From an optimization exercise on the open Yosys and OpenROAD flow, aimed at small area; shortcuts taken in it are not production practice. Only simulation tests tie the RTL to the original design; equivalence was not proved. Power figures rest on the tool's default switching activity, not on a simulated workload. No driver is modelled on the clock port, so clocking that relies on it looks cheaper here than on a real chip.

## http_date_to_epoch_parser
module http_date_to_epoch_parser (
   input  wire logic               clock,
   input  wire logic               reset,
   input  wire logic [7:0]         req_text_byte,
   input  wire logic               req_first,
   input  wire logic               req_push,
   output logic                    req_full,
   output logic [1:0]              rsp_status,
   output logic signed [39:0]      rsp_epoch_seconds,
   output logic                    rsp_empty,
   input  wire logic               rsp_pop,
   input  wire logic               csr_valid,
   output logic                    csr_ready,
   input  wire logic signed [17:0] csr_zone_offset
);
Size in the first run: ~1900 cells after synthesis, ~530 flip-flops, roughly 77 I/O pins.
export LEC_CHECK = 0
export ABC_AREA = 1
export CAP_MARGIN = 20
export CORE_MARGIN = 2
export CORE_UTILIZATION = 70
export SLEW_MARGIN = 20
create_clock -name core_clock -period 8.0 [get_ports {clock}]
standard.sh (not shown) runs the stock make flow with config.mk's settings and CLKGATE_MAP_FILE= SYNTH_SCRIPT=/design/flow/synth_recipe.tcl, a recipe that flattens the netlist after the stock synthesis.
==> flow/flow/run.sh <==
#!/bin/bash
# Standard layout with two placement/CTS options changed:
#  - port buffers use the smallest buffer cell (every port still gets one);
#  - the clock tree is built without dummy load cells.
# Everything else, synthesis included, is the standard flow (standard.sh).
set -e
export BUFFER_PORTS_ARGS="-buffer_cell sky130_fd_sc_hd__buf_1"
export CTS_ARGS="-sink_clustering_enable -repair_clock_nets -dont_use_dummy_load -sink_clustering_size 24 -sink_clustering_max_diameter 100 -buf_list sky130_fd_sc_hd__clkbuf_16"
bash standard.sh > standard.log 2>&1
Then changed:
--- a/flow/flow/run.sh
+++ b/flow/flow/run.sh
@@ -8 +8 @@
-export CTS_ARGS="-sink_clustering_enable -repair_clock_nets -dont_use_dummy_load -sink_clustering_size 24 -sink_clustering_max_diameter 100 -buf_list sky130_fd_sc_hd__clkbuf_16"
+export CTS_ARGS="-sink_clustering_enable -repair_clock_nets -dont_use_dummy_load -sink_clustering_size 28 -sink_clustering_max_diameter 100 -buf_list sky130_fd_sc_hd__clkbuf_16"
Settings changed: CAP_MARGIN 20 to 10, CORE_UTILIZATION 70 to 75, SLEW_MARGIN 20 to 10.
What happened: Sequential cell count is unchanged; maximum frequency is lower by about 1.6%; routed wire length is higher by about 7%; synthesized cell count is unchanged; first-iteration DRC count is higher by about 36%; worst setup slack is worse by 0.12 ns; die area is lower by about 6.5%; clock power is lower by about 5%; non-clock buffer count is lower by 1; sequential share of layout area is higher by 0.28 points; final area is lower by about 0.5%.
Then changed:
Settings changed: CAP_MARGIN 10 to 20, GPL_TIMING_DRIVEN from default to 0, SLEW_MARGIN 10 to 20.
=>
- cell area climbs by 0.96%
- cell count went up by 1.8%
- maximum frequency goes down by 3.8%
- total power stays flat
- area after synthesis is unchanged
- routed wire length is lower by 0.49%
- setup slack got worse by 0.28 ns
- non-clock buffer count went up by 41
- register-to-register slack got worse by 0.28 ns
- clock power is about the same
Then changed:
--- a/flow/flow/run.sh
+++ b/flow/flow/run.sh
@@ -8 +8 @@
-export CTS_ARGS="-sink_clustering_enable -repair_clock_nets -dont_use_dummy_load -sink_clustering_size 28 -sink_clustering_max_diameter 100 -buf_list sky130_fd_sc_hd__clkbuf_16"
+export CTS_ARGS="-sink_clustering_enable -repair_clock_nets -dont_use_dummy_load -sink_clustering_size 30 -sink_clustering_max_diameter 100 -buf_list sky130_fd_sc_hd__clkbuf_16"
Settings changed: GPL_TIMING_DRIVEN 0 to default.
=>
- flip-flop and latch count is unchanged
- worst setup slack improves by 0.26 ns
- maximum frequency grows by 3.6%
- combinational power shrinks by about 2%
- clock skew grows by 0.0043 ns
- global-route usage shrinks by 0.33 points
- core utilization shrinks by 0.85 points
- total power shrinks by 0.71%
- clock-buffer cell count shrinks by 1
- sequential share of layout area grows by 0.59 points

---

== lane 1 ==
Starting RTL as in the previous note.
==> flow/config.mk <==
export PLATFORM = sky130hd
export DESIGN_NAME = http_date_to_epoch_parser
export DESIGN_NICKNAME = http_date_to_epoch_parser
export VERILOG_FILES = /design/flow/design.v
export SDC_FILE = /design/flow/constraint.sdc
export NUM_CORES = 4
export LEC_CHECK = 0
export ABC_AREA = 1
export CAP_MARGIN = 20
export CORE_MARGIN = 2
export CORE_UTILIZATION = 80
export SLEW_MARGIN = 20
==> flow/constraint.sdc <==
create_clock -name core_clock -period 8.0 [get_ports {clock}]
set_input_delay 1.6000 -clock core_clock [delete_from_list [all_inputs] [get_ports {clock}]]
set_output_delay 1.6000 -clock core_clock [all_outputs]
set_load 0.01 [all_outputs]
==> flow/flow/run.sh <==
#!/bin/bash
# Standard layout with two placement/CTS options changed:
#  - port buffers use the smallest buffer cell (every port still gets one);
#  - the clock tree is built without dummy load cells.
# Everything else, synthesis included, is the standard flow (standard.sh).
set -e
export BUFFER_PORTS_ARGS="-buffer_cell sky130_fd_sc_hd__buf_1"
export CTS_ARGS="-sink_clustering_enable -repair_clock_nets -dont_use_dummy_load -sink_clustering_size 28 -sink_clustering_max_diameter 100 -buf_list sky130_fd_sc_hd__clkbuf_16"
bash standard.sh > standard.log 2>&1
The final layout from lane 1, which completed every stage, passed the timing, DRC and antenna checks at the end of the flow.
Setup changes, lane 1 to lane 2
- CORE_UTILIZATION now 75, was 80
--- outcome ---
- Higher core utilization was reported by lane 1, not lane 2.
- Compared with lane 1, lane 2 shows met2 track utilization from global routing lower by 5.9 points.
- Lane 2 -> lane 1: cell area flat
- On adder-cell share of the synthesized area, lane 1 and lane 2 are neck and neck.
- The area overhead of the layout relative to synthesis was comparable across lane 1 and lane 2.

## what the ideal ports hide
In the flow no input, the clock included, has a driving cell. The finished layouts below were timed again as built, in two steps.
Step 1 sets driving cells, clkbuf_16 on the clock port and buf_2 on the other inputs (assumed; they add their load-dependent delay and slew).
Step 2 also shifts input and output timing later by t, the mid clock arrival at the registers, as if the neighbouring blocks saw the same clock.
Slacks: no drivers / after step 1 / after step 2; pairs: no drivers / after step 1.
run	t (ns)	setup slack, ns	latest minus earliest clock arrival (ns)
the first run of note 1	0.601	0.989 / 0.989 / 0.732	0.040 / 0.041
the second run of note 1	0.584	0.872 / 0.872 / 0.640	0.044 / 0.044
the third run of note 1	0.596	0.589 / 0.589 / 0.084	0.040 / 0.040
the fourth run of note 1	0.588	0.849 / 0.849 / 0.657	0.046 / 0.046
lane 1	0.591	0.603 / 0.603 / 0.423	0.043 / 0.043
lane 2	0.586	0.936 / 0.936 / 0.706	0.039 / 0.038
After both steps setup and hold are still met in every run listed. The setup slack of the third run of note 1, which loses most, moves by 0.000 ns with the drivers and by -0.505 ns with both steps.
